This design comes from an exercise in tuning for small area and a short achievable clock period on the open sky130 flow, not from production work.
Function was checked by simulation only, so behaviour that the tests miss may differ from the original.
Power is estimated from default activity; no workload was simulated.

==> flow/design.v <==
module fir_filter (
   input  logic               clk,
   input  logic               rst,
   input  logic signed [15:0] inp,
   output logic signed [39:0] outp
);
   localparam logic [23:0] G_RESET = 24'hFF8000;    
   localparam logic [23:0] G_CONST = 24'hEF0001;
   logic signed [15:0] line [15];
   logic        [23:0] ysum;        
   logic        [16:0] dsum;        
   logic signed [16:0] d;
   logic        [23:0] gs, gc;
   logic        [23:0] ys, yc;
   logic signed [23:0] y;
   logic        [3:0]  cnt;     
   logic               v12;     
   logic        [23:0] xo, do16, nlo, gk;
   logic        [23:0] gs1, gc1, gs2, gc2, gs3, gc3;
   logic        [23:0] ys1, yc1, ys2, yc2, ys3, yc3;
   always_comb begin
      xo   = {8'd0, ~inp[15], inp[14:0]};                      
      do16 = {3'd0, ~d[16], d[15:0], 4'd0};                    
      nlo  = {8'd0, line[14][15], ~line[14][14:0]};           
      gk   = G_CONST;
      gs1 = gs ^ gc ^ do16;
      gc1 = ((gs & gc) | (gs & do16) | (gc & do16)) << 1;
      gs2 = gs1 ^ gc1 ^ nlo;
      gc2 = (((gs1 & gc1) | (gs1 & nlo) | (gc1 & nlo)) << 1) | (gk & 24'd1);
      gs3 = gs2 ^ gc2 ^ (xo | (gk & ~24'd1)) ;
      gc3 = ((gs2 & gc2) | (gs2 & (xo | (gk & ~24'd1))) | (gc2 & (xo | (gk & ~24'd1)))) << 1;
      ys1 = ys ^ yc ^ gs;
      yc1 = ((ys & yc) | (ys & gs) | (yc & gs)) << 1;
      ys2 = ys1 ^ yc1 ^ gc;
      yc2 = ((ys1 & yc1) | (ys1 & gc) | (yc1 & gc)) << 1;
      ys3 = ys2 ^ yc2 ^ xo;
      yc3 = ((ys2 & yc2) | (ys2 & xo) | (yc2 & xo)) << 1;
   end
   always_ff @(posedge clk) begin
      line[0] <= inp;
      for (int k = 1; k < 13; k++) line[k] <= line[k-1];
      if (rst) begin
         line[13] <= 16'sd0;
         line[14] <= 16'sd0;
         d        <= 17'sd0;
         gs       <= G_RESET;
         gc       <= 24'd0;
         ys       <= 24'd0;
         yc       <= 24'd0;
         y        <= 24'sd0;
         cnt      <= 4'd0;
         v12      <= 1'b0;
      end else begin
         line[13] <= v12 ? line[12] : 16'sd0;
         line[14] <= line[13];
         d        <= dsum;
         gs       <= gs3;
         gc       <= gc3;
         ys       <= ys3;
         yc       <= yc3;
         y        <= ysum;
         if (cnt != 4'd15) cnt <= cnt + 4'd1;
         v12      <= (cnt >= 4'd12);
      end
   end
   add_pp #(.W(24)) u_ysum (.a(ys), .b(yc), .ci(1'b0), .s(ysum));
   add_pp #(.W(17)) u_dsum (.a({line[14][15], line[14]}), .b(~{line[13][15], line[13]}), .ci(1'b1), .s(dsum));
   assign outp = 40'(y);
endmodule
module add_pp #(
   parameter int W = 24
) (
   input  logic [W-1:0] a,
   input  logic [W-1:0] b,
   input  logic         ci,
   output logic [W-1:0] s
);
   localparam int L = (W > 16) ? 5 : (W > 8) ? 4 : (W > 4) ? 3 : 2;    
   logic [W-1:0] p, g;
   logic [W-1:0] gp [L+1];
   logic [W-1:0] pp [L+1];
   always_comb begin
      p = a ^ b;
      g = a & b;
      gp[0] = g;
      pp[0] = p;
      gp[0][0] = g[0] | (p[0] & ci);
      for (int l = 0; l < L; l++) begin
         gp[l+1] = gp[l];
         pp[l+1] = pp[l];
         for (int i = 0; i < W; i++) begin
            if (((i >> l) & 1) == 1) begin
               gp[l+1][i] = gp[l][i] | (pp[l][i] & gp[l][((i >> l) << l) - 1]);
               pp[l+1][i] = pp[l][i] & pp[l][((i >> l) << l) - 1];
            end
         end
      end
      s[0] = p[0] ^ ci;
      for (int i = 1; i < W; i++) s[i] = p[i] ^ gp[L][i-1];
   end
endmodule
==> flow/flow/run.sh <==
#!/bin/bash
# The standard layout with three changes:
#  - the netlist from the standard synthesis gets an inverter-removal pass
#    (flow/polarity.py) before floorplanning; registers and ports are untouched
#  - the ports get plain buffers (buf_2) instead of delay cells
#  - timing repair may resize cells across footprints
set -e
R=orfs/results/sky130hd/fir_filter/base
VARS=(MATCH_CELL_FOOTPRINT=0 "BUFFER_PORTS_ARGS=-buffer_cell sky130_fd_sc_hd__buf_2")
bash standard.sh "${VARS[@]}" synth > synth.log 2>&1
cp $R/1_2_yosys.v synth_netlist.v.log
python3 flow/polarity.py $R/1_2_yosys.v $R/1_2_yosys_pol.v 20000 > polarity.log 2>&1
mv $R/1_2_yosys_pol.v $R/1_2_yosys.v
rm -f $R/1_synth.odb $R/1_synth.sdc
bash standard.sh "${VARS[@]}" finish > standard.log 2>&1
==> flow/flow/polarity.py <==
#!/usr/bin/env python3
"""Inverter removal for a flat sky130hd gate netlist written by Yosys.

Full adders are self-dual: fa(~a, ~b, ~c) = (~sum, ~cout).  Synthesis leaves
many inverters between full adders (and between flip-flops and full adders)
because it chose the adders' polarity locally.  This pass chooses, for every
full adder, whether it computes the true or the complemented signals, so as to
need as few inverters as possible.  Two-input AND-of-literal gates (nor2,
nor2b, and2) are re-typed to take whichever polarity of an input is at hand.
Every other cell input, every flip-flop and every port keeps its exact logic
value, so the netlist stays equivalent to the input, register for register.

usage: polarity.py IN.v OUT.v
"""
import re
import sys
from collections import defaultdict

P = 'sky130_fd_sc_hd__'
OUTPINS = {'X', 'Y', 'Q', 'SUM', 'COUT', 'HI', 'LO'}
AREA = {'inv_1': 3.7536, 'nor2_1': 3.7536, 'nor2b_1': 6.256, 'and2_1': 6.256}


def parse(text):
    m = re.search(r'^module .*?;\n', text, re.M | re.S)
    head_end = m.end()
    body = text[head_end:]
    decl_lines = []
    cells = []
    pos = 0
    inst_re = re.compile(r'\s*(\S+)\s+(\S+|\\\S+ )\s*\((.*?)\);\n', re.S)
    lines = body.split('\n')
    # declarations: lines starting with input/output/wire; instances after
    i = 0
    while i < len(lines) and re.match(r'\s*(input|output|wire|inout)\b', lines[i]) or (i < len(lines) and lines[i].strip() == ''):
        decl_lines.append(lines[i])
        i += 1
    rest = '\n'.join(lines[i:])
    endm = rest.rindex('endmodule')
    inst_text = rest[:endm]
    for m in re.finditer(r'(\S+)\s+(\\\S+ |\S+)\s*\((.*?)\);', inst_text, re.S):
        typ, name, conns = m.group(1), m.group(2), m.group(3)
        pins = []
        for pm in re.finditer(r'\.(\w+)\(((?:\\\S+ |[^()])*)\)', conns):
            pins.append((pm.group(1), pm.group(2).strip()))
        cells.append({'type': typ, 'name': name, 'pins': pins})
    leftover = re.sub(r'(\S+)\s+(\\\S+ |\S+)\s*\((.*?)\);', '', inst_text, flags=re.S).strip()
    if leftover:
        raise SystemExit('unparsed netlist text: ' + leftover[:200])
    return text[:head_end], decl_lines, cells


def key(net):
    return net.strip()


def main():
    src, dst = sys.argv[1], sys.argv[2]
    text = open(src).read()
    head, decls, cells = parse(text)

    driver = {}
    loads = defaultdict(list)
    for ci, c in enumerate(cells):
        for p, n in c['pins']:
            if p in OUTPINS:
                driver[key(n)] = (ci, p)
            else:
                loads[key(n)].append((ci, p))

    def is_inv(ci):
        return cells[ci]['type'] == P + 'inv_1'

    def pin(ci, name):
        for p, n in cells[ci]['pins']:
            if p == name:
                return key(n)
        return None

    # base signal and inversion of every net
    base = {}

    def resolve(n):
        if n in base:
            return base[n]
        d = driver.get(n)
        if d is not None and is_inv(d[0]):
            b, v = resolve(pin(d[0], 'A'))
            base[n] = (b, v ^ 1)
        else:
            base[n] = (n, 0)
        return base[n]

    fas = [ci for ci, c in enumerate(cells) if c['type'].startswith(P + 'fa_')]
    fa_index = {ci: k for k, ci in enumerate(fas)}
    andlits = {P + 'nor2_1': {'A': 1, 'B': 1}, P + 'nor2b_1': {'A': 1, 'B_N': 0},
               P + 'and2_1': {'A': 0, 'B': 0}}

    # every non-inverter load pin: (cell, pin, base signal, needed inversion)
    uses = []
    for ci, c in enumerate(cells):
        if is_inv(ci):
            continue
        for p, n in c['pins']:
            if p in OUTPINS:
                continue
            k = key(n)
            if k in ('', "1'b0", "1'b1") or k.startswith("1'"):
                uses.append((ci, p, None, 0))
                continue
            b, v = resolve(k)
            if c['type'] in andlits:
                # literal polarity inside the AND: needed value = signal ^ (pin is inverting)
                v = v ^ andlits[c['type']][p]
            uses.append((ci, p, b, v))
    # output ports read nets directly: inverters that drive ports must stay
    port_nets = set()
    for dl in decls:
        m = re.match(r'\s*output\s+(\[(\d+):(\d+)\]\s+)?(\S+);', dl)
        if m:
            if m.group(1):
                for i in range(int(m.group(3)), int(m.group(2)) + 1):
                    port_nets.add('%s[%d]' % (m.group(4), i))
            else:
                port_nets.add(m.group(4))
    for pn in port_nets:
        if pn in driver:
            b, v = resolve(pn)
            uses.append((None, pn, b, v))

    flip = [0] * len(fas)

    def phys(b):
        d = driver.get(b)
        if d is not None and d[0] in fa_index:
            return flip[fa_index[d[0]]]
        return 0

    def cost():
        need = set()
        area = 0.0
        groups = defaultdict(list)
        for ci, p, b, v in uses:
            if b is None:
                continue
            if ci is not None and ci in fa_index:
                v ^= flip[fa_index[ci]]
            if ci is not None and cells[ci]['type'] in andlits:
                groups[ci].append((p, b, v))
                continue
            if v != phys(b):
                need.add(b)
        for ci, lits in groups.items():
            # choose per literal the polarity at hand; count the cell area
            npos = 0
            for p, b, v in lits:
                # literal wants value sig^v ... v is the required inversion of
                # the base signal inside the AND; 1 means the AND uses ~base
                have = phys(b)
                # if the physical net is the complement of base, the literal
                # ~base is available uninverted
                lit_neg = v ^ have  # 1: gate pin must invert its input
                npos += (lit_neg == 0)
            area += {0: AREA['nor2_1'], 1: AREA['nor2b_1'], 2: AREA['and2_1']}[npos]
        return len(need) * AREA['inv_1'] + area

    import random
    rng = random.Random(1)
    start = cost()

    def greedy():
        best = cost()
        improved = True
        while improved:
            improved = False
            for k in range(len(fas)):
                flip[k] ^= 1
                c = cost()
                if c < best - 1e-9:
                    best = c
                    improved = True
                else:
                    flip[k] ^= 1
        return best

    best = greedy()
    best_flip = list(flip)
    # annealing from the greedy result
    cur = best
    T = 4.0
    for it in range(int(sys.argv[3]) if len(sys.argv) > 3 else 20000):
        k = rng.randrange(len(fas))
        flip[k] ^= 1
        c = cost()
        if c <= cur or rng.random() < pow(2.718, (cur - c) / T):
            cur = c
            if c < best - 1e-9:
                best = c
                best_flip = list(flip)
        else:
            flip[k] ^= 1
        T = max(0.05, T * 0.9997)
    flip[:] = best_flip
    best = greedy()
    sys.stderr.write('polarity: cost %.1f -> %.1f um2 (%d of %d full adders flipped)\n'
                     % (start, best, sum(flip), len(fas)))

    # rebuild the netlist
    inv_net = {}
    new_wires = []
    new_cells = []

    def inverted(b):
        if b not in inv_net:
            n = '_pol%04d_' % len(inv_net)
            inv_net[b] = n
            new_wires.append(n)
            new_cells.append({'type': P + 'inv_1', 'name': '_polinv%04d_' % (len(inv_net) - 1),
                              'pins': [('A', b), ('Y', n)]})
        return inv_net[b]

    def netfor(b, v):
        return b if v == phys(b) else inverted(b)

    use_of = {}
    for ci, p, b, v in uses:
        use_of[(ci, p)] = (b, v)
    out_cells = []
    keep_inv = set()
    # inverters driving output ports directly are kept only if still needed
    for ci, c in enumerate(cells):
        if is_inv(ci):
            continue
        nc = {'type': c['type'], 'name': c['name'], 'pins': []}
        if c['type'] in andlits:
            lits = []
            for p, n in c['pins']:
                if p in OUTPINS:
                    continue
                b, v = use_of[(ci, p)]
                lits.append((b, v))
            outp = [(p, n) for p, n in c['pins'] if p in OUTPINS]
            pos = []
            neg = []
            for b, v in lits:
                if b is None:
                    raise SystemExit('constant on AND gate')
                if v ^ phys(b):
                    neg.append(b)
                else:
                    pos.append(b)
            if len(pos) == 0:
                nc['type'] = P + 'nor2_1'
                nc['pins'] = [('A', neg[0]), ('B', neg[1])] + outp
            elif len(pos) == 1:
                nc['type'] = P + 'nor2b_1'
                nc['pins'] = [('A', neg[0]), ('B_N', pos[0])] + outp
            else:
                nc['type'] = P + 'and2_1'
                nc['pins'] = [('A', pos[0]), ('B', pos[1])] + outp
            out_cells.append(nc)
            continue
        for p, n in c['pins']:
            if p in OUTPINS or (ci, p) not in use_of or use_of[(ci, p)][0] is None:
                nc['pins'].append((p, n))
                continue
            b, v = use_of[(ci, p)]
            if ci in fa_index:
                v ^= flip[fa_index[ci]]
            nc['pins'].append((p, netfor(b, v)))
        out_cells.append(nc)
    # output ports: drive each port net with the right polarity
    for pn in sorted(port_nets):
        d = driver.get(pn)
        if d is None:
            continue
        if is_inv(d[0]):
            b, v = base[pn]
            src_net = netfor(b, v ^ 1)
            # port net must carry base^v: invert a net carrying base^(v^1)
            out_cells.append({'type': P + 'inv_1', 'name': cells[d[0]]['name'],
                              'pins': [('A', src_net), ('Y', pn)]})
        else:
            b, v = base[pn]
            if v != 0 or phys(b) != 0:
                raise SystemExit('port %s driven by a flipped cell' % pn)
    out_cells += new_cells

    lines = [head.rstrip('\n')]
    lines += [d for d in decls if d.strip()]
    for w in new_wires:
        lines.append('  wire %s;' % w)
    for c in out_cells:
        lines.append('  %s %s (' % (c['type'], c['name']))
        lines.append(',\n'.join('    .%s(%s)' % (p, n + ' ' if n.startswith('\\') else n) for p, n in c['pins']))
        lines.append('  );')
    lines.append('endmodule')
    open(dst, 'w').write('\n'.join(lines) + '\n')
    n_inv_before = sum(1 for c in cells if c['type'] == P + 'inv_1')
    n_inv_after = sum(1 for c in out_cells if c['type'] == P + 'inv_1')
    sys.stderr.write('polarity: inverters %d -> %d\n' % (n_inv_before, n_inv_after))


if __name__ == '__main__':
    main()
==> flow/standard.sh <==
#!/bin/bash
# synth_recipe.tcl (not shown) runs the flow's synth.tcl, then flattens the netlist and writes it again
# the make line also repeats each setting of config.mk as NAME=value (left out here)
make -C /OpenROAD-flow-scripts/flow DESIGN_CONFIG=/design/flow/config.mk WORK_HOME=/design/flow/orfs CLKGATE_MAP_FILE= SYNTH_SCRIPT=/design/flow/synth_recipe.tcl "${@:-finish}"
==> flow/config.mk <==
export PLATFORM = sky130hd
export DESIGN_NAME = fir_filter
export DESIGN_NICKNAME = fir_filter
export VERILOG_FILES = /design/flow/design.v
export SDC_FILE = /design/flow/constraint.sdc
export NUM_CORES = 4
export LEC_CHECK = 0
export CAP_MARGIN = 20
export CORE_MARGIN = 2
export CORE_UTILIZATION = 55
export CTS_BUF_LIST = sky130_fd_sc_hd__clkbuf_16
export CTS_CLUSTER_DIAMETER = 80
export CTS_CLUSTER_SIZE = 24
export SETUP_SLACK_MARGIN = 3.8
export SLEW_MARGIN = 20
==> flow/constraint.sdc <==
create_clock -name core_clock -period 6.0 [get_ports {clk}]
set_input_delay 1.2000 -clock core_clock [delete_from_list [all_inputs] [get_ports {clk}]]
set_output_delay 1.2000 -clock core_clock [all_outputs]
set_load 0.01 [all_outputs]
==> impl_metrics.json, run 1 <==
{
  "drc": 0,
  "multi_input_area_sq_mm": 0.00541,
  "synth_area_sq_mm": 0.0131,
  "firstDrtPassIters": 4,
  "diodes": 0,
  "cts_sinks": 380,
  "r2r-end": "d[8]",
  "max-vdd-ir-drop_mv": 0.359,
  "io_pins": 58,
  "p_leak_nw": 6.34,
  "groute.usage.overall_pct": 16.7,
  "grt_max_degree": 93,
  "r2r_setup_slack_ns": 3.61,
  "yosys_warnings": 8,
  "fin_crit_ns": 2.39,
  "grt_pass1_wl_um": 32600,
  "hp-class": "register to register",
  "worst_setup_path_end_kind": "register",
  "n_fill_cell": 1789,
  "fp.coreArea_sq_mm": 0.0235,
  "r2r-start": "line[14][0]",
  "cts_root_buf": "clkbuf_16",
  "maxClockFrequency_mhz": 418,
  "dp_cells": 1315,
  "hold_ws_ns": 0.327,
  "syn_nets": 1173,
  "cp_slowest_cell": "fa_2",
  "ant_nets": 0,
  "cts_buffers": 19,
  "layout-drive-gt1-share_pct": 18.6,
  "cts_buffer_depth": 3,
  "initial_utilization_pct": 55.9,
  "p_per_area_mw_per_mm2": 491,
  "drtIter0Drc": 358,
  "finalNetCount": 1245,
  "hold_end": "line[12][3]",
  "die_w_um": 158,
  "cp_num_buf_inv": 2,
  "cp_top_family": "adder cells",
  "path_class": "register to register",
  "instances_no_fill": 1363,
  "place_hpwl_um": 13500,
  "grt_pass1_vias": 6394,
  "dieHeight_um": 158,
  "final_common_cell": "dfxtp_1",
  "syn2layout_area_growth_pct": 14.0,
  "min_period_over_period_pct": 39.8,
  "status": "complete, no violations",
  "cpPeakStageDelay_ns": 0.45,
  "mostFrequentLayoutCells": "343 x dfxtp_1, 108 x fa_1, 102 x nor2b_1, 59 x ha_1, 51 x inv_1",
  "critPathLaunchType": "register",
  "skew_ns": 0.0180,
  "cts_tree": "built",
  "clk_pin_slew_ns": 0.09,
  "antenna_found_initial": 0,
  "wl_per_cell_um": 14.7,
  "grt_setup_unrepaired": "yes",
  "io_buffers": 57,
  "dpl_cell_area_sq_mm": 0.0137,
  "fin_area_sq_mm": 0.0149,
  "syn-mean-instance-area_sq_um": 13.5,
  "critical_path_arrival_ns": 2.77,
  "h-tree-depth": 1,
  "hold_buffers": 0,
  "tns_ns": 0,
  "overflow": 0,
  "cp_max_fo": 2,
  "drt_wl_total_um": 20000,
  "path_cells": "inv_2, ha_4, fa_2, inv_2, a21o_1, nand4_1, nand2_1, a21o_1, nand2_1, nand2_2, fa_2, nor2b_1",
  "ff_latch_area_sq_mm": 0.00767,
  "viasPerCell": 4.58,
  "worstHoldPathCells": 0,
  "critPathRequiredTime_ns": 6.38,
  "dr_total_vias": 6237,
  "syn_inst": 973,
  "worstMarginPinSlew_ns": 0.632,
  "setup_violations": 0,
  "power_mw": 7.33,
  "slew-limit-headroom_pct": 57.9,
  "maxSlewViolCount": 0,
  "rr_worst_depth": 12,
  "hp-start": "line[11][3]",
  "globalplace.congestion": 0.760,
  "hold_violations": 0,
  "fp-row-count": 56,
  "dieArea_sq_mm": 0.0251,
  "clock_latency_ns": 0.51,
  "cap_violations": 0
}
## sequential cells by signal, summed over array words and instances (netlist names), 4 cells and up
register,count
cnt,4
d,17
gc,23
gs,24
line,240
y,24
yc,23
ys,24
## metal layers
layer / part of all wire [%] / wire length, um / GRT usage, % / vias up
met5: 0 / 0 / 0 / -
met4: 2.0 / 409 / 3.82 / 0
met3: 3.1 / 617 / 2.59 / 20
met2: 43 / 8650 / 25.7 / 57
met1: 52 / 10300 / 25.1 / 2969
li1: - / - / - / 3191
## power by group
| group | internal [mW] | switching (mW) |
|---|---|---|
| sequential | 2.96 | 0.306 |
| clock | 0.613 | 0.726 |
| combinational | 1.51 | 1.22 |
| total | 5.08 | 2.26 |
## worst register-to-register path, stage by stage (launching register included)
cell,delay [ns]
dfxtp_2,0.33
inv_2,0.04
ha_4,0.15
fa_2,0.34
inv_2,0.07
a21o_1,0.16
nand4_1,0.16
nand2_1,0.15
a21o_1,0.15
nand2_1,0.07
nand2_2,0.07
fa_2,0.45
nor2b_1,0.14
## final cells by class
cell class                      instances  share of cell area, %
Sequential cell                       380                   51.3
Multi-Input combinational cell        504                   36.2
Timing Repair Buffer                   86                   5.08
Clock buffer                           19                   3.18
Tap cell                              319                   2.67
Inverter                               54                   1.36
Clock inverter                          1                  0.201
## what timing repair did
item	CTS	global route
pin swaps	23	22
gates resized for setup	60	76
setup endpoints to repair	115	55
buffers inserted	17	11
## how the worst max path moves through the flow
| stage | startpoint | to | cells after the start | slack [ns] |
|---|---|---|---|---|
| floorplan | line[14][0] | d[8] | 12 | 3.80 |
| global placement | rst | y[22] | 4 | 2.78 |
| detailed placement | rst | y[22] | 4 | 2.78 |
| CTS | y[23] | outp[33] | 1 | 3.68 |
| global route | line[14][0] | d[8] | 12 | 3.49 |
| finish | line[14][0] | d[8] | 12 | 3.61 |
## through the flow
stage,setup slack [ns],util (%)
floorplan,3.80,-
global placement,2.78,58.2
detailed placement,2.78,58.2
CTS,3.68,61.9
global route,3.49,63.7
finish,3.61,63.7
==> run 2, diff against run 1 <==
==> flow/flow/run.sh (replaced) <==
#!/bin/bash
# The standard layout with three changes:
#  - the netlist from the standard synthesis gets an inverter-removal pass
#    (flow/polarity.py) before floorplanning; registers and ports are untouched,
#    and the pass is kept only if Yosys proves the result equivalent
#  - the ports get plain buffers (buf_2) instead of delay cells
#  - timing repair may resize cells across footprints
set -e
R=orfs/results/sky130hd/fir_filter/base
VARS=(MATCH_CELL_FOOTPRINT=0 "BUFFER_PORTS_ARGS=-buffer_cell sky130_fd_sc_hd__buf_2")
bash standard.sh "${VARS[@]}" synth > synth.log 2>&1
cp $R/1_2_yosys.v before.v
python3 flow/polarity.py before.v after.v 20000 > polarity.log 2>&1
# internal nets of the two netlists must not pair by name: the pass flips some
sed -E 's/\b(_[0-9]{4}_)/\1g/g; s/\b(_pol[0-9]{4}_)/\1g/g; s/\\(dsum|ysum)\[/\\\1g[/g' after.v > after_renamed.v
sed "s#LIBFILE#$FLOW_HOME/platforms/sky130hd/lib/sky130_fd_sc_hd__tt_025C_1v80.lib#" flow/eq.ys > eq.ys
YOSYS=$(command -v yosys || echo /OpenROAD-flow-scripts/tools/install/yosys/bin/yosys)
if "$YOSYS" -q -l eq.log eq.ys > eq_stdout.log 2>&1; then
  echo "equivalence proven, using the pass" >> polarity.log
  cp after.v $R/1_2_yosys.v
  rm -f $R/1_synth.odb $R/1_synth.sdc
else
  echo "equivalence NOT proven, keeping the standard netlist" >> polarity.log
fi
bash standard.sh "${VARS[@]}" finish > standard.log 2>&1
==> flow/flow/eq.ys (new file) <==
# Equivalence of the netlist before and after flow/polarity.py, registers paired by name.
read_liberty -ignore_miss_func -overwrite -setattr liberty_cell LIBFILE
read_verilog before.v
rename fir_filter gold
read_verilog after_renamed.v
rename fir_filter gate
hierarchy -check
flatten
opt_clean
equiv_make gold gate eq
hierarchy -top eq
equiv_simple -seq 1
equiv_induct
equiv_status -assert
--- a/flow/flow/polarity.py
+++ b/flow/flow/polarity.py
@@ -239,7 +239,7 @@
                     continue
                 b, v = use_of[(ci, p)]
                 lits.append((b, v))
-            outp = [(p, n) for p, n in c['pins'] if p in OUTPINS]
+            outnet = [n for p, n in c['pins'] if p in OUTPINS][0]
             pos = []
             neg = []
             for b, v in lits:
@@ -251,13 +251,13 @@
                     pos.append(b)
             if len(pos) == 0:
                 nc['type'] = P + 'nor2_1'
-                nc['pins'] = [('A', neg[0]), ('B', neg[1])] + outp
+                nc['pins'] = [('A', neg[0]), ('B', neg[1]), ('Y', outnet)]
             elif len(pos) == 1:
                 nc['type'] = P + 'nor2b_1'
-                nc['pins'] = [('A', neg[0]), ('B_N', pos[0])] + outp
+                nc['pins'] = [('A', neg[0]), ('B_N', pos[0]), ('Y', outnet)]
             else:
                 nc['type'] = P + 'and2_1'
-                nc['pins'] = [('A', pos[0]), ('B', pos[1])] + outp
+                nc['pins'] = [('A', pos[0]), ('B', pos[1]), ('X', outnet)]
             out_cells.append(nc)
             continue
         for p, n in c['pins']:
--- a/flow/config.mk
+++ b/flow/config.mk
@@ -11,5 +11,5 @@
 export CTS_BUF_LIST = sky130_fd_sc_hd__clkbuf_16
 export CTS_CLUSTER_DIAMETER = 80
 export CTS_CLUSTER_SIZE = 24
-export SETUP_SLACK_MARGIN = 3.8
+export SETUP_SLACK_MARGIN = 3.55
 export SLEW_MARGIN = 20
==> run 2 against run 1 <==
Power decreased by 4.4%. Clock skew increased by 0.012 ns. Global-route usage about the same. Via count decreased by 0.18%. Clock power decreased by 3%. Cell count decreased by 1.2%. Die area unchanged. Hold slack got worse by 0.0059 ns. Sequential share of layout area increased by 1.9 points. Critical endpoint is now d[9]. Largest cell class unchanged. Largest power group unchanged.
==> impl_metrics.json, run 2 <==
{
  "tns_ns": 0,
  "rr_worst_depth": 13,
  "layout-drive-gt1-share_pct": 11.7,
  "syn_nets": 1173,
  "dp_cells": 1316,
  "critical_path_arrival_ns": 2.75,
  "dieArea_sq_mm": 0.0251,
  "cts_sinks": 380,
  "antenna_found_initial": 0,
  "worstMarginPinSlew_ns": 0.735,
  "mostFrequentLayoutCells": "376 x dfxtp_1, 111 x fa_1, 104 x nor2b_1, 63 x ha_1, 56 x buf_2",
  "io_buffers": 57,
  "p_sw_share_pct": 31.1,
  "maxClockFrequency_mhz": 423,
  "critPathRequiredTime_ns": 6.39,
  "drc": 0,
  "path_class": "register to register",
  "overflow": 0,
  "cts_buffer_depth": 3,
  "hold_violations": 0,
  "die_w_um": 158,
  "r2r-end": "d[9]",
  "critPathMostFrequentCell": "nand2_1",
  "clock_latency_ns": 0.52,
  "pwr-share-seq_pct": 46.0,
  "finalNetCount": 1227,
  "cpPeakStageDelay_ns": 0.46,
  "io_pins": 58,
  "r2r_setup_slack_ns": 3.63,
  "cp_top_family": "adder cells",
  "cp_max_fo": 3,
  "internal_power_mw": 4.83,
  "viasPerCell": 4.63,
  "ant_nets": 0,
  "maxSlewViolCount": 0,
  "instances_no_fill": 1346,
  "path_depth": 13,
  "cts_tree": "built",
  "grt_max_degree": 73,
  "place_hpwl_um": 13600,
  "skew_ns": 0.0302,
  "p_comb_share_pct": 35.4,
  "p_per_area_mw_per_mm2": 490,
  "p_clk_share_pct": 18.6,
  "fin_crit_ns": 2.37,
  "cts_buffers": 19,
  "min_period_over_period_pct": 39.4,
  "cts_root_buf": "clkbuf_16",
  "drtIter0Drc": 284,
  "fp.coreArea_sq_mm": 0.0235,
  "grt_pass1_vias": 6435,
  "grt_pass1_wl_um": 32800,
  "drt_wl_total_um": 19400,
  "syn2layout_area_growth_pct": 9.18,
  "diodes": 0,
  "globalplace.congestion": 0.759,
  "fp-row-count": 56,
  "clk_pin_slew_ns": 0.10,
  "grt_setup_unrepaired": "yes",
  "groute.usage.overall_pct": 16.7,
  "hold_buffers": 0,
  "wl_per_cell_um": 14.4,
  "final_common_cell": "dfxtp_1",
  "critPathLaunchType": "register",
  "status": "complete, no violations",
  "path_cells": "inv_2, ha_2, fa_2, inv_2, a21o_1, nand4_1, nand2_1, a21o_1, nand2_1, nand2_1, fa_1, xnor2_2, nor2_1",
  "initial_utilization_pct": 55.9,
  "r2r-start": "line[14][0]",
  "crit_end": "d[9]",
  "top_register": "line",
  "syn_inst": 973,
  "dieHeight_um": 158,
  "largest_register_ffs": 240,
  "yosys_warnings": 8,
  "startpoint": "line[14][0]",
  "p_sw_mw": 2.18,
  "setup_violations": 0,
  "hp-class": "register to register",
  "firstDrtPassIters": 4,
  "dr_total_vias": 6226,
  "cap_violations": 0,
  "h-tree-depth": 1,
  "cp_num_buf_inv": 2,
  "cp_slowest_cell": "fa_1",
  "syn-mean-instance-area_sq_um": 13.5,
  "synth_area_sq_mm": 0.0131,
  "worst_setup_path_end_kind": "register",
  "power_mw": 7.01,
  "max-vdd-ir-drop_mv": 0.292,
  "p_leak_nw": 6.16,
  "slew-limit-headroom_pct": 51.0
}
## run 2: changes by cell type in the layout (fill, tap and decap cells not counted), moves of 4 or more
| cell | before | now |
|---|---|---|
| dfxtp_4 | 6 | 0 |
| ha_1 | 59 | 63 |
| buf_4 | 19 | 12 |
| buf_2 | 25 | 56 |
| dfxtp_2 | 31 | 4 |
| dfxtp_1 | 343 | 376 |
| ha_4 | 11 | 6 |
| buf_6 | 38 | 0 |
## run 2: routing by layer
| layer | vias up | wire (um) | track usage (%) |
|---|---|---|---|
| li1 | 3155 | - | - |
| met1 | 2978 | 10200 | 25.5 |
| met2 | 66 | 8160 | 25.3 |
| met3 | 27 | 676 | 2.59 |
| met4 | 0 | 360 | 3.82 |
| met5 | - | 0 | 0 |
## run 2: worst min path at each step
stage                      start            to  slack (ns)  depth (start not counted)
detailed placement    line[9][2]   line[10][2]        0.31                          0
global placement      line[0][5]    line[1][5]        0.31                          0
CTS                   line[3][1]    line[4][1]        0.32                          0
global route          line[3][1]    line[4][1]        0.33                          0
floorplan             line[9][0]   line[10][0]        0.31                          0
finish              line[11][10]  line[12][10]        0.32                          0
## run 2: final cells by class
| cell class | count | area [sq um] |
|---|---|---|
| clock inverter | 2 | 8.76 |
| clock buffer | 19 | 475 |
| tap | 319 | 399 |
| fill | 1912 | 9160 |
| sequential | 380 | 7610 |
| timing repair buffer | 68 | 370 |
| multi-input combinational | 504 | 5250 |
| inverter | 54 | 203 |
## run 2: what timing repair did
item,4_1_cts,5_1_grt
setup endpoints to repair,26,22
buffers inserted,5,4
resized for setup,7,20
pin swaps,7,11
## run 2: metrics by stage
stage               utilization, %  setup WS [ns]  cell area, sq um  hold WS (ns)
floorplan                        -           3.73             13100         0.310
global placement              58.0           3.11             13600         0.310
finish                        61.0           3.63             14300         0.321
global route                  61.0           3.50             14300         0.326
CTS                           60.4           3.55             14200         0.316
detailed placement            58.0           3.09             13600         0.312
## run 2: power by group through the flow
stage,Clock [mW],Combinational (mW),Sequential [mW]
finish,1.30,2.48,3.22
global route,1.44,3.00,3.29
CTS,1.36,2.53,3.23
detailed placement,0,2.45,3.27
global placement,0,2.46,3.28
floorplan,0,1.90,3.23
==> run 3, diff against run 2 <==
--- a/flow/config.mk
+++ b/flow/config.mk
@@ -11,5 +11,5 @@
 export CTS_BUF_LIST = sky130_fd_sc_hd__clkbuf_16
 export CTS_CLUSTER_DIAMETER = 80
 export CTS_CLUSTER_SIZE = 24
-export SETUP_SLACK_MARGIN = 3.55
+export SETUP_SLACK_MARGIN = 3.5
 export SLEW_MARGIN = 20
==> run 3 against run 2 <==
Global-route usage about the same. Sequential power about the same. Cell area decreased by 0.56%.
==> impl_metrics.json, run 3 <==
{
  "status": "complete, no violations",
  "synth_area_sq_mm": 0.0131,
  "power_mw": 6.98,
  "worst_setup_path_end_kind": "register",
  "drtIter0Drc": 242,
  "maxSlewViolCount": 0,
  "hp-class": "register to register",
  "critPathLaunchType": "register",
  "p_clk_share_pct": 18.7,
  "setup_violations": 0,
  "p_sw_share_pct": 31.1,
  "h-tree-depth": 1,
  "pwr-share-seq_pct": 46.1,
  "cts_root_buf": "clkbuf_16",
  "slew-limit-headroom_pct": 46.9,
  "globalplace.congestion": 0.759,
  "overflow": 0,
  "diodes": 0,
  "groute.usage.overall_pct": 16.7,
  "hold_violations": 0,
  "antenna_found_initial": 0,
  "mostFrequentLayoutCells": "378 x dfxtp_1, 112 x fa_1, 104 x nor2b_1, 66 x ha_1, 56 x buf_2",
  "dpl_cell_area_sq_mm": 0.0136,
  "grt_setup_unrepaired": "yes",
  "layout-drive-gt1-share_pct": 10.6,
  "internal_power_mw": 4.81,
  "fin_area_sq_mm": 0.0142,
  "syn_nets": 1173,
  "cts_buffer_depth": 3,
  "clk_pin_slew_ns": 0.10,
  "cp_slowest_cell": "fa_1",
  "path_cells": "inv_1, ha_2, fa_1, inv_2, a21o_1, nand4_1, nand2_1, a21o_1, nand2_1, nand2_2, fa_1, nor2b_1",
  "dieArea_sq_mm": 0.0251,
  "syn_inst": 973,
  "p_per_area_mw_per_mm2": 490,
  "critical_path_arrival_ns": 2.79,
  "wl_per_cell_um": 14.4,
  "max-vdd-ir-drop_mv": 0.291,
  "cp_max_fo": 3,
  "maxClockFrequency_mhz": 418,
  "cts_tree": "built",
  "fp.coreArea_sq_mm": 0.0235,
  "p_sw_mw": 2.17,
  "critPathRequiredTime_ns": 6.40,
  "finalNetCount": 1226,
  "cts_buffers": 19,
  "top_register": "line",
  "grt_pass1_vias": 6422,
  "ant_nets": 0,
  "fp-row-count": 56,
  "drt_wl_total_um": 19400,
  "grt_max_degree": 73,
  "cpPeakStageDelay_ns": 0.43,
  "min_period_over_period_pct": 39.8,
  "topRoutingLayerUsed": "met4",
  "dieHeight_um": 158,
  "wl_met1_um": 10200,
  "syn-mean-instance-area_sq_um": 13.5,
  "die_w_um": 158,
  "io_buffers": 57,
  "grt_pass1_wl_um": 32800,
  "syn2layout_area_growth_pct": 8.57,
  "place_hpwl_um": 13600,
  "tns_ns": 0,
  "skew_ns": 0.0299,
  "initial_utilization_pct": 55.9,
  "hold_ws_ns": 0.320,
  "route.met2.wl_um": 8120,
  "final_common_cell": "dfxtp_1",
  "worstMarginPinSlew_ns": 0.793,
  "dr_total_vias": 6215,
  "io_pins": 58,
  "path_class": "register to register",
  "drc": 0,
  "met3_length_um": 707,
  "firstDrtPassIters": 4,
  "viasPerCell": 4.62,
  "yosys_warnings": 8,
  "cts_sinks": 380,
  "p_leak_nw": 6.15,
  "p_comb_share_pct": 35.2,
  "cap_violations": 0,
  "fin_crit_ns": 2.39,
  "largest_register_ffs": 240,
  "clock_latency_ns": 0.52
}
## run 3: cell count changes in the layout (fill, tap and decap cells not counted), moves of 2 or more
cell / delta
ha_1: +3
ha_4: -3
dfxtp_1: +2
dfxtp_2: -2
## run 3: worst paths after layout
path	startpoint	slack (ns)	cells after the start	endpoint
max	line[14][0]	3.61	12	d[8]
min	line[11][10]	0.32	0	line[12][10]
max reg2reg	line[14][0]	3.61	12	d[8]
min reg2reg	line[11][10]	0.32	0	line[12][10]
## run 3: through the flow
stage / instances / util, % / worst slack [ns]
2_1_floorplan: 973 / - / 3.73
3_3_place_gp: 1316 / 58.0 / 3.11
3_5_place_dp: 1316 / 58.0 / 3.09
4_1_cts: 1340 / 60.3 / 3.50
5_1_grt: 1345 / 60.7 / 3.47
6_report: 1345 / 60.7 / 3.61
## run 3: what timing repair did
item,4_1_cts,5_1_grt
buffers inserted,3,5
setup endpoints to repair,22,15
resized for setup,3,12
hold buffers,0,0
pin swaps,3,8
## run 3: critical path: cells and delay by family (launching register included)
kind	cells	cell delay, ns
adder cells (fa/ha/maj)	3	0.98
flip-flops	1	0.32
AND/OR/NAND/NOR	5	0.56
AO/OA/AOI/OAI	2	0.29
buffers and inverters	2	0.14
## run 3: metal layers
metal | vias up | global-route usage, %
met5 | - | 0
met4 | 0 | 3.82
met3 | 27 | 2.59
met2 | 63 | 25.2
met1 | 2969 | 25.4
li1 | 3156 | -
## run 3: layout make-up
type,instances,area [sq um]
tap,319,399
inverter,54,203
sequential,380,7610
timing repair buffer,67,363
multi-input combinational,504,5180
fill,1923,9240
clock inverter,2,8.76
clock buffer,19,475
## run 3: power by group through the flow
stage                     clock network, mW  logic [mW]  registers [mW]
after floorplan                           0        1.90            3.23
after CTS                              1.36        2.52            3.22
after detailed placement                  0        2.45            3.27
final                                  1.30        2.46            3.22
after global placement                    0        2.46            3.28
after global routing                   1.44        2.97            3.28
==> run 4, diff against run 3 <==
--- a/flow/config.mk
+++ b/flow/config.mk
@@ -11,5 +11,5 @@
 export CTS_BUF_LIST = sky130_fd_sc_hd__clkbuf_16
 export CTS_CLUSTER_DIAMETER = 80
 export CTS_CLUSTER_SIZE = 24
-export SETUP_SLACK_MARGIN = 3.5
+export SETUP_SLACK_MARGIN = 3.6
 export SLEW_MARGIN = 20
==> run 4 against run 3 <==
First-iteration DRC count rose by 4.5%. Maximum frequency rose by 1.4%. Clock power barely moved. Via count fell by 0.11%. Synthesized cell count did not move. Critical endpoint is now y[17]. Utilization rose by 0.41 points. Die area did not move. Largest power group unchanged. Worst setup slack improved by 0.033 ns. Area after synthesis did not move. Hold slack improved by 0.0024 ns. Register-to-register slack improved by 0.03 ns. Largest cell class unchanged. Critical path depth fell by 3.
==> impl_metrics.json, run 4 <==
{
  "viasPerCell": 4.60,
  "n_fill_cell": 1912,
  "p_per_area_mw_per_mm2": 489,
  "maxSlewViolCount": 0,
  "groute.usage.overall_pct": 16.8,
  "cp_slowest_cell": "fa_1",
  "final_common_cell": "dfxtp_1",
  "max-vdd-ir-drop_mv": 0.292,
  "path_class": "register to register",
  "diodes": 0,
  "post-place-ws_ns": 3.09,
  "cp_max_fo": 3,
  "drtIter0Drc": 253,
  "cts_sinks": 380,
  "syn_inst": 973,
  "die_w_um": 158,
  "cts_buffer_depth": 3,
  "h-tree-depth": 1,
  "yosys_warnings": 8,
  "io_pins": 58,
  "path_cells": "ha_1, o211ai_1, nor3_1, o2111ai_2, nand2_1, fa_1, inv_1, xor2_1, nor2_1",
  "cap_violations": 0,
  "synth_area_sq_mm": 0.0131,
  "clk_pin_slew_ns": 0.09,
  "hold_buffers": 0,
  "initial_utilization_pct": 55.9,
  "layout-drive-gt1-share_pct": 11.9,
  "grt_pass1_wl_um": 33000,
  "drt_wl_total_um": 19500,
  "overflow": 0,
  "fp.coreArea_sq_mm": 0.0235,
  "finalNetCount": 1230,
  "p_leak_nw": 6.17,
  "critPathRequiredTime_ns": 6.39,
  "critical_path_arrival_ns": 2.74,
  "cts_tree": "built",
  "place_hpwl_um": 13600,
  "clock_latency_ns": 0.52,
  "hold_violations": 0,
  "fp-row-count": 56,
  "drc": 0,
  "syn2layout_area_growth_pct": 9.29,
  "largest_register_ffs": 240,
  "cts_buffers": 19,
  "skew_ns": 0.0295,
  "top_register": "line",
  "cpPeakStageDelay_ns": 0.42,
  "cp_num_buf_inv": 1,
  "io_buffers": 57,
  "power_mw": 7.00,
  "firstDrtPassIters": 4,
  "worst_setup_path_end_kind": "register",
  "tns_ns": 0,
  "grt_pass1_vias": 6465,
  "grt_max_degree": 73,
  "fin_crit_ns": 2.36,
  "syn-mean-instance-area_sq_um": 13.5,
  "mostFrequentLayoutCells": "375 x dfxtp_1, 110 x fa_1, 104 x nor2b_1, 64 x ha_1, 56 x buf_2",
  "maxClockFrequency_mhz": 424,
  "critPathLaunchType": "register",
  "cp_top_family": "adder cells",
  "dieHeight_um": 158,
  "cts_root_buf": "clkbuf_16",
  "hp-class": "register to register",
  "globalplace.congestion": 0.759,
  "utilization_pct": 61.1,
  "grt_setup_unrepaired": "yes",
  "antenna_found_initial": 0,
  "status": "complete, no violations",
  "slew-limit-headroom_pct": 46.2,
  "hold_ws_ns": 0.323,
  "min_period_over_period_pct": 39.3,
  "dieArea_sq_mm": 0.0251,
  "ant_nets": 0,
  "dr_total_vias": 6208,
  "postLayoutSetupSlackWorst_ns": 3.64,
  "worstMarginPinSlew_ns": 0.803,
  "setup_violations": 0,
  "syn_nets": 1173,
  "wl_per_cell_um": 14.4
}
run 4: layout make-up:
cell class	instances	area, sq um	share of cell area (%)
repair buffers	71	393	2.74
inverters	54	203	1.41
well taps	319	399	2.79
clock buffers	19	475	3.32
clock inverters	2	8.76	0.0611
flip-flops and latches	380	7620	53.1
multi-input cells	504	5240	36.5
run 4: per-stage QoR:
step / std cells / instance area, sq um
floorplan: 973 / 13100
global placement: 1316 / 13600
detailed placement: 1316 / 13600
CTS: 1344 / 14200
global route: 1349 / 14300
finish: 1349 / 14300
run 4: routing by layer:
layer	share of wire, %	vias up	track usage, %
met3	3.5	26	2.50
met5	0	-	0
met2	42	63	25.5
li1	-	3162	-
met1	52	2957	25.5
met4	1.8	0	3.82
run 4: timing repair:
item                                    CTS  global route
gates resized for setup                  12            17
endpoints found under the setup margin   28            50
pin swaps                                 8             8
buffers inserted                          7             5
run 4: power breakdown:
part	total, mW	internal, mW	switching, mW
Sequential	3.22	2.93	0.290
Clock	1.30	0.571	0.733
Combinational	2.48	1.32	1.16
Total	7.00	4.82	2.18
run 4: final timing paths:
kind	slack, ns	cells past startpoint	to	from
setup / recovery	3.64	9	y[17]	yc[3]
hold / removal	0.32	0	line[12][10]	line[11][10]
setup reg to reg	3.64	9	y[17]	yc[3]
hold reg to reg	0.32	0	line[12][10]	line[11][10]
==> run 5, diff against run 4 <==
--- a/flow/config.mk
+++ b/flow/config.mk
@@ -11,5 +11,5 @@
 export CTS_BUF_LIST = sky130_fd_sc_hd__clkbuf_16
 export CTS_CLUSTER_DIAMETER = 80
 export CTS_CLUSTER_SIZE = 24
-export SETUP_SLACK_MARGIN = 3.6
+export SETUP_SLACK_MARGIN = 3.65
 export SLEW_MARGIN = 20
==> run 5 against run 4 <==
Clock skew about the same. Highest routed layer unchanged. Worst setup slack worse by 0.0094 ns. First-iteration DRC count rose by 2.0%. Flip-flop and latch count unchanged. Cell area increased by 1.6%. Combinational power up 4%. Critical endpoint is now outp[26].
==> impl_metrics.json, run 5 <==
{
  "place_hpwl_um": 13600,
  "fp-row-count": 56,
  "ant_nets": 0,
  "hp-class": "register to register",
  "maxClockFrequency_mhz": 423,
  "initial_utilization_pct": 55.9,
  "skew_ns": 0.0295,
  "cts_tree": "built",
  "grt_pass1_vias": 6520,
  "firstDrtPassIters": 4,
  "critPathLaunchType": "register",
  "n_fill_cell": 1887,
  "cts_buffers": 19,
  "clock_latency_ns": 0.52,
  "ff_latch_area_sq_mm": 0.00763,
  "io_pins": 58,
  "clk_pin_slew_ns": 0.09,
  "fin_crit_ns": 2.37,
  "r2r-start": "yc[9]",
  "finalNetCount": 1237,
  "hold_end": "line[12][10]",
  "syn_nets": 1173,
  "grt_max_degree": 73,
  "wl_per_cell_um": 14.6,
  "groute.usage.overall_pct": 16.8,
  "worstMarginPinSlew_ns": 0.543,
  "overflow": 0,
  "max-vdd-ir-drop_mv": 0.277,
  "top_register": "line",
  "min_period_over_period_pct": 39.4,
  "cap_violations": 0,
  "largest_register_ffs": 240,
  "status": "complete, no violations",
  "hold_violations": 0,
  "yosys_warnings": 8,
  "diodes": 0,
  "syn-mean-instance-area_sq_um": 13.5,
  "grt_pass1_wl_um": 33100,
  "fp.coreArea_sq_mm": 0.0235,
  "globalplace.congestion": 0.759,
  "multi_input_area_sq_mm": 0.00533,
  "final_common_cell": "dfxtp_1",
  "drc": 0,
  "rr_worst_depth": 9,
  "maxSlewViolCount": 0,
  "critical_path_arrival_ns": 1.17,
  "syn_inst": 973,
  "p_leak_nw": 6.24,
  "dpl_cell_area_sq_mm": 0.0136,
  "dieHeight_um": 158,
  "r2r_setup_slack_ns": 3.68,
  "io_buffers": 57,
  "setup_violations": 0,
  "power_mw": 7.13,
  "path_class": "register to primary output",
  "dr_total_vias": 6275,
  "cts_sinks": 380,
  "r2r-end": "y[17]",
  "worstHoldPathCells": 0,
  "hold_buffers": 0,
  "layout-drive-gt1-share_pct": 14.8,
  "critPathRequiredTime_ns": 4.80,
  "hp-start": "line[11][10]",
  "antenna_found_initial": 0,
  "p_per_area_mw_per_mm2": 489,
  "die_w_um": 158,
  "syn2layout_area_growth_pct": 11.0,
  "cts_root_buf": "clkbuf_16",
  "synth_area_sq_mm": 0.0131,
  "fin_area_sq_mm": 0.0146,
  "slew-limit-headroom_pct": 63.5,
  "cp_max_fo": 9,
  "cts_buffer_depth": 3,
  "drt_wl_total_um": 19800,
  "viasPerCell": 4.63,
  "worst_setup_path_end_kind": "primary output",
  "grt_setup_unrepaired": "yes",
  "tns_ns": 0,
  "drtIter0Drc": 258,
  "h-tree-depth": 1,
  "mostFrequentLayoutCells": "362 x dfxtp_1, 109 x fa_1, 104 x nor2b_1, 60 x ha_1, 53 x inv_1",
  "dieArea_sq_mm": 0.0251
}
## run 5: report_power, final
part           internal (mW)  switching [mW]  total (mW)
clock                  0.571           0.732        1.30
sequential              2.94           0.293        3.23
combinational           1.40            1.19        2.59
total                   4.91            2.22        7.13
## run 5: how the worst max path moves through the flow
| stage | from | to | slack [ns] | cells past startpoint |
|---|---|---|---|---|
| 2_1_floorplan | line[14][0] | d[8] | 3.73 | 12 |
| 3_3_place_gp | rst | line[13][13] | 3.11 | 4 |
| 3_5_place_dp | rst | line[13][5] | 3.09 | 4 |
| 4_1_cts | line[14][0] | d[8] | 3.63 | 12 |
| 5_1_grt | line[14][0] | d[8] | 3.56 | 12 |
| 6_report | y[23] | outp[26] | 3.63 | 2 |
## run 5: final cells by class
cell class,count,share of cell area [%]
clock buffers,19,3.27
clock inverters,2,0.0602
multi-input cells,504,36.6
flip-flops and latches,380,52.4
inverters,54,1.41
repair buffers,78,3.51
well taps,319,2.74
## run 5: repair_timing
item,CTS,global route
pin swaps,11,13
buffers inserted,8,11
setup endpoints to repair,43,37
hold endpoints to repair,0,0
resized for setup,24,45
## run 5: worst max-delay path, stage by stage, from the launching register on
cell     delay, ns
dfxtp_4       0.36
buf_4         0.16
buf_2         0.14
## run 5: metal layers
layer | routed length, um | global-route usage, % | vias up
li1 | - | - | 3173
met1 | 10200 | 25.5 | 3013
met2 | 8520 | 25.7 | 62
met3 | 662 | 2.50 | 27
met4 | 366 | 3.82 | 0
met5 | 0 | 0 | -
## run 5: per-stage QoR
step / std cells / hold WS, ns / util, % / setup slack (ns)
floorplan: 973 / 0.310 / - / 3.73
global placement: 1316 / 0.310 / 58.0 / 3.11
detailed placement: 1316 / 0.312 / 58.0 / 3.09
CTS: 1345 / 0.316 / 60.8 / 3.63
global route: 1356 / 0.326 / 62.0 / 3.56
finish: 1356 / 0.320 / 62.0 / 3.63
==> run 6, diff against run 5 <==
--- a/flow/flow/run.sh
+++ b/flow/flow/run.sh
@@ -1,8 +1,10 @@
 #!/bin/bash
 # The standard layout with three changes:
 #  - the netlist from the standard synthesis gets an inverter-removal pass
-#    (flow/polarity.py) before floorplanning; registers and ports are untouched,
-#    and the pass is kept only if Yosys proves the result equivalent
+#    (flow/polarity.py) and has the full adders on carry-propagate paths split
+#    into faster gates (flow/faconv.py) before floorplanning; registers and
+#    ports are untouched, and the result is kept only if Yosys proves it
+#    equivalent to the standard netlist
 #  - the ports get plain buffers (buf_2) instead of delay cells
 #  - timing repair may resize cells across footprints
 set -e
@@ -10,7 +12,8 @@
 VARS=(MATCH_CELL_FOOTPRINT=0 "BUFFER_PORTS_ARGS=-buffer_cell sky130_fd_sc_hd__buf_2")
 bash standard.sh "${VARS[@]}" synth > synth.log 2>&1
 cp $R/1_2_yosys.v before.v
-python3 flow/polarity.py before.v after.v 20000 > polarity.log 2>&1
+python3 flow/polarity.py before.v pol.v 20000 > polarity.log 2>&1
+python3 flow/faconv.py pol.v after.v >> polarity.log 2>&1
 # internal nets of the two netlists must not pair by name: the pass flips some
 sed -E 's/\b(_[0-9]{4}_)/\1g/g; s/\b(_pol[0-9]{4}_)/\1g/g; s/\\(dsum|ysum)\[/\\\1g[/g' after.v > after_renamed.v
 sed "s#LIBFILE#$FLOW_HOME/platforms/sky130hd/lib/sky130_fd_sc_hd__tt_025C_1v80.lib#" flow/eq.ys > eq.ys
==> flow/flow/faconv.py (new file) <==
#!/usr/bin/env python3
"""Split the full adders of carry-propagate adders into discrete gates.

A full adder with two inputs straight from flip-flops or ports and the third
from logic (a carry) sits on the carry path of a
carry-propagate adder.  The sky130 full-adder cell is slow from that input,
so each such cell becomes ha(a, b) -> (p, g), sum = xor2(p, c) and
carry = a21o(p, c, g), which compute the same two outputs.

usage: faconv.py IN.v OUT.v
"""
import sys
sys.path.insert(0, __import__('os').path.dirname(__file__))
from polarity import parse, P, OUTPINS

src, dst = sys.argv[1], sys.argv[2]
head, decls, cells = parse(open(src).read())
driver = {}
for ci, c in enumerate(cells):
    for p, n in c['pins']:
        if p in OUTPINS:
            driver[n.strip()] = ci


def base_type(n):
    seen = 0
    while n in driver and cells[driver[n]]['type'] == P + 'inv_1' and seen < 10:
        n = dict(cells[driver[n]]['pins'])['A'].strip()
        seen += 1
    if n not in driver:
        return 'port'
    return cells[driver[n]]['type'][len(P):]


out = []
new_wires = []
k = 0
for c in cells:
    if c['type'].startswith(P + 'fa_'):
        pins = dict((p, n.strip()) for p, n in c['pins'])
        kinds = [base_type(pins[x]) for x in ('A', 'B', 'CIN')]
        seq = [t.startswith('dfxtp') or t == 'port' for t in kinds]
        if sum(seq) == 2:
            ci = [x for x, s in zip(('A', 'B', 'CIN'), seq) if not s][0]
            ab = [pins[x] for x, s in zip(('A', 'B', 'CIN'), seq) if s]
            cn = pins[ci]
            pn, gn = '_fap%03d_' % k, '_fag%03d_' % k
            new_wires += [pn, gn]
            nm = c['name'].strip()
            out.append({'type': P + 'ha_1', 'name': '%s_h' % nm.lstrip('\\'),
                        'pins': [('A', ab[0]), ('B', ab[1]), ('COUT', gn), ('SUM', pn)]})
            if 'SUM' in pins:
                out.append({'type': P + 'xor2_1', 'name': '%s_s' % nm.lstrip('\\'),
                            'pins': [('A', pn), ('B', cn), ('X', pins['SUM'])]})
            if 'COUT' in pins:
                out.append({'type': P + 'a21o_1', 'name': '%s_c' % nm.lstrip('\\'),
                            'pins': [('A1', pn), ('A2', cn), ('B1', gn), ('X', pins['COUT'])]})
            k += 1
            continue
    out.append(c)
sys.stderr.write('faconv: %d full adders split\n' % k)
lines = [head.rstrip('\n')] + [d for d in decls if d.strip()] + ['  wire %s;' % w for w in new_wires]
for c in out:
    lines.append('  %s %s (' % (c['type'], c['name']))
    lines.append(',\n'.join('    .%s(%s)' % (p, n + ' ' if n.startswith('\\') else n) for p, n in c['pins']))
    lines.append('  );')
lines.append('endmodule')
open(dst, 'w').write('\n'.join(lines) + '\n')
==> run 6 against run 5 <==
Register-to-register slack improved by 0.03 ns. Wire length rose by 0.70%. First-iteration DRC count up 20%. Clock skew fell by 0.010 ns. Utilization is 0.34 points lower. Synthesized cell count is 1.6% higher. Via count grew 0.92%. Combinational power is essentially flat. Area after synthesis up 0.53%. Global-route usage about the same. Critical path depth up 5. Clock-buffer cell count increased by 2.
==> impl_metrics.json, run 6 <==
{
  "dr_total_vias": 6333,
  "fp-row-count": 56,
  "globalplace.congestion": 0.741,
  "diodes": 0,
  "mostFrequentLayoutCells": "374 x dfxtp_1, 105 x nor2b_1, 104 x fa_1, 71 x ha_1, 56 x buf_2",
  "grt_pass1_vias": 6688,
  "rr_worst_depth": 7,
  "setup_violations": 0,
  "p_per_area_mw_per_mm2": 496,
  "finalNetCount": 1239,
  "largest_register_ffs": 240,
  "top_register": "line",
  "fin_area_sq_mm": 0.0145,
  "cts_root_buf": "clkbuf_16",
  "worstHoldPathCells": 0,
  "overflow": 0,
  "grt_setup_unrepaired": "yes",
  "worstMarginPinSlew_ns": 0.573,
  "skew_ns": 0.0195,
  "syn-mean-instance-area_sq_um": 13.3,
  "path_cells": "ha_2, and3_4, and2_1, a221oi_4, a21boi_2, a221oi_2, mux2_1",
  "r2r-end": "y[22]",
  "h-tree-depth": 1,
  "io_pins": 58,
  "viasPerCell": 4.65,
  "critPathRequiredTime_ns": 6.40,
  "fin_crit_ns": 2.29,
  "tns_ns": 0,
  "yosys_warnings": 8,
  "instances_no_fill": 1361,
  "dieArea_sq_mm": 0.0252,
  "hp-class": "register to register",
  "hold_violations": 0,
  "synth_area_sq_mm": 0.0132,
  "drc": 0,
  "slew-limit-headroom_pct": 61.7,
  "cts_buffers": 20,
  "hp-start": "line[4][4]",
  "ant_nets": 0,
  "r2r-start": "yc[12]",
  "critical_path_arrival_ns": 2.69,
  "cts_tree": "built",
  "max-vdd-ir-drop_mv": 0.344,
  "p_leak_nw": 6.28,
  "hold_end": "line[5][4]",
  "groute.usage.overall_pct": 16.8,
  "dp_cells": 1332,
  "r2r_setup_slack_ns": 3.71,
  "worst_setup_path_end_kind": "register",
  "firstDrtPassIters": 4,
  "hold_buffers": 0,
  "path_class": "register to register",
  "utilization_pct": 61.7,
  "status": "complete, no violations",
  "fp.coreArea_sq_mm": 0.0235,
  "dpl_cell_area_sq_mm": 0.0137,
  "layout-drive-gt1-share_pct": 11.8,
  "maxClockFrequency_mhz": 437,
  "cts_sinks": 380,
  "dieHeight_um": 159,
  "antenna_found_initial": 0,
  "cp_slowest_cell": "dfxtp_2",
  "drtIter0Drc": 310,
  "cts_buffer_depth": 3,
  "wl_per_cell_um": 14.6,
  "syn_nets": 1189,
  "clock_latency_ns": 0.52,
  "grt_max_degree": 94,
  "grt_pass1_wl_um": 34300,
  "drt_wl_total_um": 19900,
  "hold_ws_ns": 0.318,
  "cp_max_fo": 4,
  "die_w_um": 159,
  "place_hpwl_um": 13900,
  "cap_violations": 0,
  "initial_utilization_pct": 56.2,
  "final_common_cell": "dfxtp_1",
  "cpPeakStageDelay_ns": 0.36,
  "maxSlewViolCount": 0,
  "syn2layout_area_growth_pct": 9.82,
  "io_buffers": 57,
  "syn_inst": 989,
  "critPathLaunchType": "register",
  "clk_pin_slew_ns": 0.09,
  "min_period_over_period_pct": 38.2
}
run 6: critical path: cells and delay by family (launching register included):
| kind | cells | cell delay, ns |
|---|---|---|
| AOI/OAI and AO/OA | 3 | 0.76 |
| and+or+nand+nor | 2 | 0.39 |
| DFF | 1 | 0.36 |
| muxes | 1 | 0.34 |
| adders and majority gates | 1 | 0.32 |
run 6: timing repair:
action	4_1_cts	5_1_grt
gates cloned	0	0
buffers inserted	3	1
endpoints found under the setup margin	118	15
resized for setup	18	22
pin swaps	7	8
run 6: layer usage:
layer / GRT usage (%) / share of wire, % / vias up / wire length, um
met5: 0 / 0 / - / 0
met3: 2.64 / 3.0 / 25 / 596
met4: 3.75 / 2.2 / 0 / 443
met1: 25.2 / 51 / 3023 / 10200
met2: 25.8 / 44 / 70 / 8680
li1: - / - / 3215 / -
run 6: worst max-delay path by stage:
stage	startpoint	end	slack [ns]	cells past startpoint
2_1_floorplan	rst	cnt[2]	3.78	4
3_3_place_gp	rst	y[22]	2.73	4
3_5_place_dp	rst	y[22]	2.75	4
4_1_cts	yc[12]	y[22]	3.63	7
5_1_grt	yc[2]	y[22]	3.59	7
6_report	yc[12]	y[22]	3.71	7
run 6: area by class of cell:
| type | count | area (sq um) |
|---|---|---|
| Tap cell | 319 | 399 |
| Clock buffer | 21 | 526 |
| Timing Repair Buffer | 63 | 344 |
| Sequential cell | 380 | 7620 |
| Multi-Input combinational cell | 520 | 5350 |
| Inverter | 54 | 203 |
| Fill cell | 1855 | 8990 |
| Clock inverter | 4 | 37.5 |
run 6: stage by stage:
step                worst slack, ns  power (mW)
global placement               2.73        5.78
global route                   3.59        7.88
finish                         3.71        7.18
floorplan                      3.78        5.16
CTS                            3.63        7.28
detailed placement             2.75        5.79
run 6: power by group:
group	leakage, nW	internal (mW)	switching [mW]
combinational	2.83	1.35	1.21
clock	0.280	0.638	0.766
sequential	3.17	2.93	0.280
total	6.28	4.92	2.26
==> run 7, diff against run 6 <==
--- a/flow/config.mk
+++ b/flow/config.mk
@@ -11,5 +11,5 @@
 export CTS_BUF_LIST = sky130_fd_sc_hd__clkbuf_16
 export CTS_CLUSTER_DIAMETER = 80
 export CTS_CLUSTER_SIZE = 24
-export SETUP_SLACK_MARGIN = 3.65
+export SETUP_SLACK_MARGIN = 3.85
 export SLEW_MARGIN = 20
==> run 7 against run 6 <==
Still clean. Synthesized cell count is the same. Wire length increased by 2.4%. Clock skew down 0.0047 ns. Area after synthesis stayed put. Clock-buffer cell count shrank 2. Flip-flop and latch count did not move. Combinational power grew 5%. Highest routed layer unchanged.
==> impl_metrics.json, run 7 <==
{
  "cp_num_buf_inv": 1,
  "finalNetCount": 1258,
  "n_fill_cell": 1822,
  "cts_buffer_depth": 3,
  "maxSlewViolCount": 0,
  "grt_pass1_vias": 6538,
  "largest_register_ffs": 240,
  "ant_nets": 0,
  "status": "complete, no violations",
  "worstMarginPinSlew_ns": 0.579,
  "maxClockFrequency_mhz": 440,
  "skew_ns": 0.0148,
  "hold_violations": 0,
  "hp-class": "register to register",
  "clock_latency_ns": 0.51,
  "grtUsageMet1_pct": 25.0,
  "syn_inst": 989,
  "slew-limit-headroom_pct": 61.4,
  "path_class": "register to primary output",
  "cts_root_buf": "clkbuf_16",
  "viasPerCell": 4.58,
  "path_cells": "buf_2",
  "syn_nets": 1189,
  "h-tree-depth": 1,
  "critical_path_arrival_ns": 1.07,
  "die_w_um": 159,
  "syn2layout_area_growth_pct": 13.4,
  "dr_total_vias": 6305,
  "critPathRequiredTime_ns": 4.80,
  "fp-row-count": 56,
  "grt_pass1_wl_um": 34000,
  "min_period_over_period_pct": 37.9,
  "mostFrequentLayoutCells": "342 x dfxtp_1, 104 x fa_1, 103 x nor2b_1, 64 x ha_1, 53 x inv_1",
  "grt_use_met2_pct": 26.2,
  "groute.usage.overall_pct": 16.8,
  "tns_ns": 0,
  "antenna_found_initial": 0,
  "io_pins": 58,
  "multi_input_area_sq_mm": 0.00558,
  "cts_buffers": 19,
  "worst_setup_path_end_kind": "primary output",
  "syn-mean-instance-area_sq_um": 13.3,
  "top_register": "line",
  "cap_violations": 0,
  "post-place-ws_ns": 3.02,
  "met3_usage_pct": 2.32,
  "top_usage_layer": "met2",
  "drt_wl_total_um": 20400,
  "globalplace.congestion": 0.725,
  "cp_max_fo": 17,
  "dpl_cell_area_sq_mm": 0.0137,
  "instances_no_fill": 1378,
  "dieHeight_um": 159,
  "initial_utilization_pct": 56.2,
  "drc": 0,
  "setup_violations": 0,
  "firstDrtPassIters": 4,
  "utilization_pct": 63.7,
  "synth_area_sq_mm": 0.0132,
  "p_per_area_mw_per_mm2": 485,
  "cp_slowest_cell": "dfxtp_4",
  "ff_latch_area_sq_mm": 0.00767,
  "dp_cells": 1332,
  "max-vdd-ir-drop_mv": 0.282,
  "grt_max_degree": 90,
  "hold_ws_ns": 0.328,
  "dieArea_sq_mm": 0.0252,
  "fin_crit_ns": 2.27,
  "p_leak_nw": 6.39,
  "layout-drive-gt1-share_pct": 18.7,
  "hold_buffers": 0,
  "grt_setup_unrepaired": "yes",
  "diodes": 0,
  "fin_area_sq_mm": 0.0150,
  "clk_pin_slew_ns": 0.09,
  "place_hpwl_um": 13800,
  "postLayoutSetupSlackWorst_ns": 3.73,
  "cts_sinks": 380,
  "final_common_cell": "dfxtp_1",
  "overflow": 0,
  "cts_tree": "built",
  "drtIter0Drc": 255,
  "cp_top_family": "flip-flops",
  "power_mw": 7.26,
  "critPathLaunchType": "register",
  "fp.coreArea_sq_mm": 0.0235,
  "cpPeakStageDelay_ns": 0.41,
  "wl_per_cell_um": 14.8,
  "io_buffers": 57,
  "yosys_warnings": 8
}
[run 7: cell count changes in the layout (fill, tap and decap cells not counted), moves of 3 or more]
cell	change
a21oi_1	-4
a21oi_4	+3
buf_2	-15
buf_4	+11
buf_6	+24
dfxtp_1	-32
dfxtp_2	+28
dfxtp_4	+4
ha_1	-7
ha_4	+7
nor3_1	-5
nor3_2	+4
[run 7: layout make-up]
cell class	instances	area share [%]
clock buffer	19	3.18
clock inverter	3	0.0753
inverter	54	1.36
multi-input combinational	520	37.3
sequential	380	51.3
tap	319	2.67
timing repair buffer	83	4.15
[run 7: path summary, 6_finish.rpt]
path	end	slack (ns)	from	cells past startpoint
min reg2reg	line[7][7]	0.33	line[6][7]	0
min	line[7][7]	0.33	line[6][7]	0
max	outp[30]	3.73	y[23]	1
max reg2reg	y[22]	3.75	ys[9]	7
[run 7: timing repair]
item,in CTS,in global routing
pin swaps,22,33
hold endpoints to repair,0,0
setup buffers,15,9
resized for setup,68,65
setup endpoints to repair,145,77
[run 7: report_power, final]
part / internal, mW / switching (mW) / leakage, nW / total (mW)
Sequential: 2.95 / 0.311 / 3.18 / 3.26
Combinational: 1.46 / 1.22 / 2.96 / 2.68
Clock: 0.572 / 0.739 / 0.246 / 1.31
Total: 4.98 / 2.27 / 6.39 / 7.26
[run 7: layer usage]
layer | vias to the layer above | share of wire, %
met5 | - | 0
met4 | 0 | 2.1
met3 | 22 | 2.5
met2 | 58 | 43
met1 | 2978 | 52
li1 | 3247 | -

-- re-timing with driven ports --
The flow's constraints put no driver on any port. The routed layouts listed below were extracted and timed again, unchanged, in two steps.
Step 1: set_driving_cell puts a clkbuf_16 on clk and a buf_2 on each other input, an assumption about the parent block.
Step 2, shift: input delay + t, output delay - t, t = (earliest + latest rising clock arrival at the registers) / 2. This alone moves slack from input paths to output paths.
Three values: ideal, step 1, step 2; two values: the first two.
| run | t (ns) | setup WS [ns] | latest minus earliest clock arrival (ns) | worst register clock-pin slew, ns | worst slew at a driven data input, ns |
|---|---|---|---|---|---|
| run 1 | 0.553 | 3.610 / 3.609 / 3.342 | 0.019 / 0.019 | 0.10 / 0.10 | 0.03 |
| run 2 | 0.552 | 3.634 / 3.606 / 3.223 | 0.030 / 0.030 | 0.10 / 0.10 | 0.03 |
| run 3 | 0.552 | 3.610 / 3.607 / 3.135 | 0.030 / 0.029 | 0.10 / 0.10 | 0.03 |
| run 4 | 0.551 | 3.643 / 3.643 / 3.130 | 0.030 / 0.029 | 0.10 / 0.10 | 0.03 |
| run 5 | 0.552 | 3.634 / 3.588 / 3.385 | 0.029 / 0.029 | 0.10 / 0.10 | 0.03 |
| run 6 | 0.554 | 3.711 / 3.675 / 3.248 | 0.030 / 0.029 | 0.10 / 0.10 | 0.04 |
| run 7 | 0.553 | 3.725 / 3.678 / 3.488 | 0.018 / 0.018 | 0.10 / 0.10 | 0.03 |
After both steps setup and hold are still met in every run listed. The setup slack of run 4, which loses most, moves by 0.000 ns with the drivers and by -0.513 ns with both steps.
